Source: an optimization exercise on an open RTL-to-GDS flow (aim: small area, a short achievable clock period and few clock cycles). Production flows keep margins and buffers that such runs may drop. In this exercise RTL edits were held to simulation tests only and were not proved equivalent to the original. No activity file was given, so power comes from the tool's default toggle rates.

Setup of wip/maple:
==> flow/design.v (excerpt) <==
module ucode_core (
    input  logic                          clk,
    input  logic                          rst,
    input  logic                          in_valid,
    output logic                          in_ready,
    input  logic [ucode_pkg::INSTR_W-1:0] in_instr,
    output logic                          wb_valid,
    input  logic                          wb_ready,
    output logic [ucode_pkg::REG_AW-1:0]  wb_reg,
    output logic [ucode_pkg::DATA_W-1:0]  wb_data
);
Size in the first run: about 1900 cells after synthesis, roughly 710 flip-flops, roughly 74 I/O pins, roughly 34000 um2 of cells after synthesis.
==> flow/config.mk <==
export PLATFORM = sky130hd
export DESIGN_NAME = ucode_core
export DESIGN_NICKNAME = ucode_core
export VERILOG_FILES = /design/flow/design.v
export SDC_FILE = /design/flow/constraint.sdc
export NUM_CORES = 4
export LEC_CHECK = 0
export CAP_MARGIN = 20
export CORE_MARGIN = 2
export CORE_UTILIZATION = 40
export SLEW_MARGIN = 20
==> flow/constraint.sdc <==
create_clock -name core_clock -period 8.5 [get_ports {clk}]
set_input_delay 1.7000 -clock core_clock [delete_from_list [all_inputs] [get_ports {clk}]]
set_output_delay 1.7000 -clock core_clock [all_outputs]
set_load 0.01 [all_outputs]
run.sh (not shown) runs the stock make flow with config.mk's settings and CLKGATE_MAP_FILE= SYNTH_SCRIPT=/design/flow/synth_recipe.tcl, a recipe that flattens the netlist after the stock synthesis.
Per the final summary, wip/maple finished and its layout is clean on timing, DRC and antenna.
Testbench counts of wip/maple, summed over its fixed seeds: cycles 8,520.
Input-level comparison between wip/nickel and wip/maple:
Settings: an added SETUP_SLACK_MARGIN of 5; a change of CORE_UTILIZATION from 40 to 65.
## What came out
- | wire length of the first global-routing pass | wip/nickel vs wip/maple | about 3% higher |
- The clock slew seen by the registers of the worst setup and hold paths of wip/maple and that of wip/nickel are within noise of each other.
- Taking wip/maple as the reference, in wip/nickel worst-case setup slack after placement shows an increase of 840 ps, post-route fraction of the period consumed by the critical path dropped 19 points.
- Total power: wip/nickel above wip/maple

---

Another version of the RTL of ucode_core (not shown whole).
Size: roughly 2,200 cells after synthesis, ~74 I/O pins, ~31,000 um^2 of cells after synthesis.
Settings: LEC_CHECK=0, CAP_MARGIN=20, CORE_MARGIN=2, CORE_UTILIZATION=55, CTS_CLUSTER_DIAMETER=70, CTS_CLUSTER_SIZE=28, SLEW_MARGIN=20; clock period 8.5 ns.
standard.sh (not shown) runs the stock make flow with config.mk's settings and CLKGATE_MAP_FILE= SYNTH_SCRIPT=/design/flow/synth_recipe.tcl, a recipe that flattens the netlist after the stock synthesis.
==> flow/flow/run.sh <==
#!/bin/bash
# Standard ORFS layout; repair_timing aims for extra setup slack
set -euo pipefail
bash standard.sh finish SETUP_SLACK_MARGIN=5.4 > standard.log 2>&1
Testbench counts at the start, summed over its fixed seeds: cycles 8,520.
Next try:
Settings changed: CORE_UTILIZATION 55 to 62, CTS_CLUSTER_DIAMETER 70 to 60, CTS_CLUSTER_SIZE 28 to 22.
Result: Utilization climbs by 8.9 points; combinational power climbs by about 9%; wire length drops by 0.40%; clock skew climbs by 0.0087 ns; synthesized cell count is unchanged; maximum frequency drops by about 3.3%; final area climbs by 0.92%; via count climbs by 2.4%.
Next try:
Settings changed: CORE_UTILIZATION 62 to 50.
The changed run went through all stages and came out clean.
Worst hold slack got worse by 0.0041 ns.
Routed wire length drops by 0.60%.
Fmax came out higher by 0.91%.
Critical path depth is higher by 5.

---

== run A ==
The RTL this note starts from:
==> flow/design.v <==
`default_nettype none
package ucode_pkg;
    localparam int INSTR_W = 32;
    localparam int REG_AW  = 4;   
    localparam int DATA_W  = 32;
    localparam int IMM_W   = 16;
    localparam int OPC_W   = 7;   
    localparam logic [OPC_W-1:0] OP_MOV  = 7'b0000000;  
    localparam logic [OPC_W-1:0] OP_ADD  = 7'b0110001;  
    localparam logic [OPC_W-1:0] OP_SUB  = 7'b0110010;  
    localparam logic [OPC_W-1:0] OP_MULI = 7'b0111000;  
    localparam logic [OPC_W-1:0] OP_NOP  = 7'b1100100;
    typedef struct packed {
        logic [OPC_W-1:0]                    opcode;
        logic [REG_AW-1:0]                   rd;
        logic [REG_AW-1:0]                   rs1;
        logic [REG_AW-1:0]                   rs2;
        logic [INSTR_W-OPC_W-3*REG_AW-1:0]   spare;  
    } instr_alu_t;
    typedef struct packed {
        logic [OPC_W-1:0]  opcode;
        logic [REG_AW-1:0] rd;
        logic [REG_AW-1:0] rs1;    
        logic              pad;
        logic [IMM_W-1:0]  imm;
    } instr_imm_t;
    typedef union packed {
        instr_alu_t alu;
        instr_imm_t imm;
    } instr_word_u;
endpackage
`default_nettype wire
`timescale 1ns/100ps
`default_nettype none
module ucode_core (
    input  logic                          clk,
    input  logic                          rst,
    input  logic                          in_valid,
    output logic                          in_ready,
    input  logic [ucode_pkg::INSTR_W-1:0] in_instr,
    output logic                          wb_valid,
    input  logic                          wb_ready,
    output logic [ucode_pkg::REG_AW-1:0]  wb_reg,
    output logic [ucode_pkg::DATA_W-1:0]  wb_data
);
    logic [6:0]  in_op;
    logic        dec_mov, dec_sub, dec_muli, dec_real;
    assign in_op = in_instr[31:25];
    always_comb begin
        dec_mov  = 1'b0;
        dec_sub  = 1'b0;
        dec_muli = 1'b0;
        dec_real = 1'b0;
        case (in_op)
            ucode_pkg::OP_MOV: begin
                dec_real = 1'b1;
                dec_mov  = 1'b1;
            end
            ucode_pkg::OP_ADD: dec_real = 1'b1;
            ucode_pkg::OP_SUB: begin
                dec_real = 1'b1;
                dec_sub  = 1'b1;
            end
            ucode_pkg::OP_MULI: begin
                dec_real = 1'b1;
                if (in_instr[15:0] == 16'h0) begin
                    dec_mov  = 1'b1;                     
                end else begin
                    dec_muli = 1'b1;                     
                end
            end
            default: dec_real = 1'b0;                    
        endcase
    end
    logic        skv;
    logic        sk_mov, sk_sub, sk_muli;
    logic [24:0] sk_w;
    logic        irv;
    logic        ir_mov, ir_sub, ir_muli;
    logic [24:0] ir_w;                                   
    logic        ir_ph;                                  
    logic [3:0]  ir_rd, ir_ra, ir_rb;
    assign ir_rd = ir_w[24:21];
    assign ir_ra = ir_w[20:17];                          
    assign ir_rb = ir_w[16:13];                          
    logic        take;
    logic        ir_free;
    logic        d_issue;
    logic        d_last;
    logic        e_fire;
    assign in_ready = !skv;
    assign take     = in_valid && !skv;
    logic        ev;
    logic [3:0]  e_rd;
    logic [31:0] e_a, e_b;
    logic        e_sub;
    assign e_fire  = ev && (!wb_valid || wb_ready);
    assign d_issue = irv && (!ev || e_fire);
    assign d_last  = !ir_muli || (ir_ph && ir_w[15:0] == 16'd1);
    assign ir_free = !irv || (d_issue && d_last);
    always_ff @(posedge clk or posedge rst) begin
        if (rst) begin
            skv   <= 1'b0;
            irv   <= 1'b0;
            ir_ph <= 1'b0;
        end else begin
            if (ir_free) begin
                ir_ph <= 1'b0;
                if (skv) begin
                    irv <= 1'b1;
                    skv <= 1'b0;
                end else begin
                    irv <= take && dec_real;
                end
            end else begin
                if (take && dec_real) skv <= 1'b1;
                if (d_issue) ir_ph <= 1'b1;
            end
        end
    end
    always_ff @(posedge clk) begin
        if (!skv && !ir_free) begin
            sk_mov  <= dec_mov;
            sk_sub  <= dec_sub;
            sk_muli <= dec_muli;
            sk_w    <= in_instr[24:0];
        end
        if (ir_free) begin
            if (skv) begin
                ir_mov  <= sk_mov;
                ir_sub  <= sk_sub;
                ir_muli <= sk_muli;
                ir_w    <= sk_w;
            end else begin
                ir_mov  <= dec_mov;
                ir_sub  <= dec_sub;
                ir_muli <= dec_muli;
                ir_w    <= in_instr[24:0];
            end
        end else if (d_issue && ir_ph) begin
            ir_w[15:0] <= ir_w[15:0] - 16'd1;            
        end
    end
    logic [31:0] rf [16];
    logic [15:0] rv;                                     
    logic [31:0] rd_a, rd_b;
    logic        u_mov;
    logic        fw_a, fw_b;                             
    logic [31:0] e_res;
    logic [31:0] nx_a, nx_b;
    always_comb begin
        rd_a = '0;
        rd_b = '0;
        for (int i = 0; i < 16; i++) begin
            rd_a = rd_a | (rf[i] & {32{rv[i] && ir_ra == 4'(i)}});
            rd_b = rd_b | (rf[i] & {32{rv[i] && ir_rb == 4'(i)}});
        end
    end
    assign u_mov = ir_mov || (ir_muli && !ir_ph);
    assign fw_a  = ev && e_rd == ir_ra;                  
    assign fw_b  = ir_muli || (ev && e_rd == ir_rb);
    assign nx_a  = u_mov ? (ir_muli ? 32'h0 : {16'h0, ir_w[15:0]}) : (fw_a ? e_res : rd_a);
    assign nx_b  = u_mov ? 32'h0 : ((fw_b ? e_res : rd_b) ^ {32{ir_sub}});
    always_ff @(posedge clk or posedge rst) begin
        if (rst) begin
            ev       <= 1'b0;
            rv       <= '0;
            wb_valid <= 1'b0;
        end else begin
            if (d_issue) begin
                ev <= 1'b1;
            end else if (e_fire) begin
                ev <= 1'b0;
            end
            if (wb_ready) begin
                wb_valid <= 1'b0;
            end
            if (e_fire) begin
                rv[e_rd] <= 1'b1;
                wb_valid <= 1'b1;
            end
        end
    end
    always_ff @(posedge clk) begin
        if (d_issue) begin
            e_rd  <= ir_rd;
            e_sub <= ir_sub && !u_mov;
            e_a   <= nx_a;
            e_b   <= nx_b;                               
        end
    end
    logic [31:0] pg_g, pg_p;
    logic [31:0] gg [6];
    logic [31:0] pp [6];
    logic [32:0] cy;
    assign pg_g = e_a & e_b;
    assign pg_p = e_a ^ e_b;
    always_comb begin
        gg[0] = pg_g;
        pp[0] = pg_p;
        gg[0][0] = pg_g[0] | (pg_p[0] & e_sub);          
        for (int l = 0; l < 5; l++) begin
            gg[l+1] = gg[l];
            pp[l+1] = pp[l];
            for (int i = 0; i < 32; i++) begin
                if ((i >> l) & 1) begin
                    gg[l+1][i] = gg[l][i] | (pp[l][i] & gg[l][((i >> l) << l) - 1]);
                    pp[l+1][i] = pp[l][i] & pp[l][((i >> l) << l) - 1];
                end
            end
        end
        cy[0] = e_sub;
        for (int i = 0; i < 32; i++) cy[i+1] = gg[5][i];
    end
    assign e_res = pg_p ^ cy[31:0];
    always_ff @(posedge clk) begin
        if (e_fire) begin
            rf[e_rd] <= e_res;
            wb_reg   <= e_rd;
            wb_data  <= e_res;
        end
    end
endmodule
`default_nettype wire
==> flow/config.mk <==
export PLATFORM = sky130hd
export DESIGN_NAME = ucode_core
export DESIGN_NICKNAME = ucode_core
export VERILOG_FILES = /design/flow/design.v
export SDC_FILE = /design/flow/constraint.sdc
export NUM_CORES = 4
export LEC_CHECK = 0
export CAP_MARGIN = 20
export CORE_MARGIN = 2
export CORE_UTILIZATION = 55
export SLEW_MARGIN = 20
==> flow/constraint.sdc <==
create_clock -name core_clock -period 8.5 [get_ports {clk}]
set_input_delay 1.7000 -clock core_clock [delete_from_list [all_inputs] [get_ports {clk}]]
set_output_delay 1.7000 -clock core_clock [all_outputs]
set_load 0.01 [all_outputs]
==> flow/flow/run.sh <==
#!/bin/bash
# Standard ORFS layout; repair_timing aims for extra setup slack
set -euo pipefail
bash standard.sh finish SETUP_SLACK_MARGIN=5.2 > standard.log 2>&1
Testbench counts of run A, summed over its fixed seeds: cycles 8,520.
The inputs of run B differ from those of run A as listed below.
==> flow/flow/run.sh <==
#!/bin/bash
# Standard ORFS layout; repair_timing aims for extra setup slack
set -euo pipefail
bash standard.sh finish SETUP_SLACK_MARGIN=5.6 > standard.log 2>&1
Notes after the runs:
Between run A and run B, the total power consumption of the routed design is lower for run B.
Run A has lower maximum achievable frequency than run B.
Cell area: run A and run B compared, lower one is run A
What run B reported for number of signal-net buffers in the layout has to be multiplied by 0.68 to get the figure for run A.
The number of buffers inserted to repair setup after CTS reported for run B is greater than that of run A by 64.
As far as number of standard cells after synthesis goes, run B and run A are indistinguishable; the numbers are identical.
Run B: total CTS buffers is 1.4% lower than what run A reported.
[run B] number of placed cells counting well taps fell 0.57% relative to run A
Inputs modified between run B and run C:
==> flow/flow/run.sh <==
#!/bin/bash
# Standard ORFS layout; repair_timing aims for extra setup slack
set -euo pipefail
bash standard.sh finish SETUP_SLACK_MARGIN=5.4 > standard.log 2>&1
[summary]
Per the comparison of run C with run B, worst vdd rail ir drop saw an increase; worst hold slack saw little to no change; via count of the first global-routing pass saw little to no change; cell depth of the worst setup path saw a decrease; slack of the critical path saw an increase. Ratio of final minimum period to clock period down 0.46 points in run C wrt run B. In the flow results for run B and run C, the internal cell power is smaller on run C. Run C falls short of run B in net switching power of the design. Relative to run B, number of buffer and inverter instances along the worst setup path has decreased by 1 in run C.
## Diff of input files: run D against run C
Settings: CTS_CLUSTER_SIZE: unset -> 16; CTS_CLUSTER_DIAMETER: unset -> 50; CTS_BUF_LIST: unset -> sky130_fd_sc_hd__clkbuf_8.
==> flow/flow/run.sh <==
#!/bin/bash
# Standard ORFS layout; repair_timing aims for extra setup slack
set -euo pipefail
bash standard.sh finish SETUP_SLACK_MARGIN=5.5 > standard.log 2>&1
--- outcome ---
- Run C: all stages complete, timing, DRC and antenna checks passed
- Run D ended with every stage complete and zero timing, DRC or antenna violations.
- Run D: number of clock buffers in the layout 18 below run C
- Diff run C -> run D | worst setup slack | increase of 0.0083 ns
- Clock latency reported for the late side of the worst-skew pair is higher on run D
- Against run C as the reference, run D delivers a higher global-route usage.
- Compared with run C, run D is more frugal on power.

## static timing again, ports no longer ideal
No port has a modelled driver above. Below, the same layouts with a new extraction and two added sets of constraints. Step 1 assumes that a clkbuf_16 drives the clock port and a buf_2 every other input. Step 2 adds t to the input delays and takes it off the output delays; t is the mean of the earliest and latest rising clock arrival at the registers after step 1. Input paths then give back, and output paths get back, about the clock's delay inside the block. a / b / c = ideal ports / drivers / drivers and shift; a / b = the first two.
run	t, ns	setup WS [ns]	worst setup path after step 2	worst slew at a driven data input, ns	pins driven straight from the clock port
wip/maple	0.682	2.349 / 2.349 / 2.349	register to register	0.04	1
wip/nickel	0.691	3.932 / 3.932 / 3.932	register to register	0.04	1
the first run of note 2	0.672	5.364 / 5.354 / 4.725	input to register	0.05	1
the second run of note 2	0.680	5.258 / 5.258 / 4.812	input to register	0.04	1
the third run of note 2	0.689	5.287 / 5.287 / 4.725	input to register	0.05	1
run A	0.677	5.191 / 5.183 / 4.583	input to register	0.05	1
run B	0.669	5.325 / 5.325 / 5.037	input to register	0.04	1
run C	0.675	5.364 / 5.356 / 4.803	input to register	0.05	1
run D	0.750	5.373 / 5.369 / 4.775	input to register	0.07	1
After both steps setup and hold are still met in every run listed. The setup slack of the first run of note 2, which loses most, moves by -0.010 ns with the drivers and by -0.639 ns with both steps.
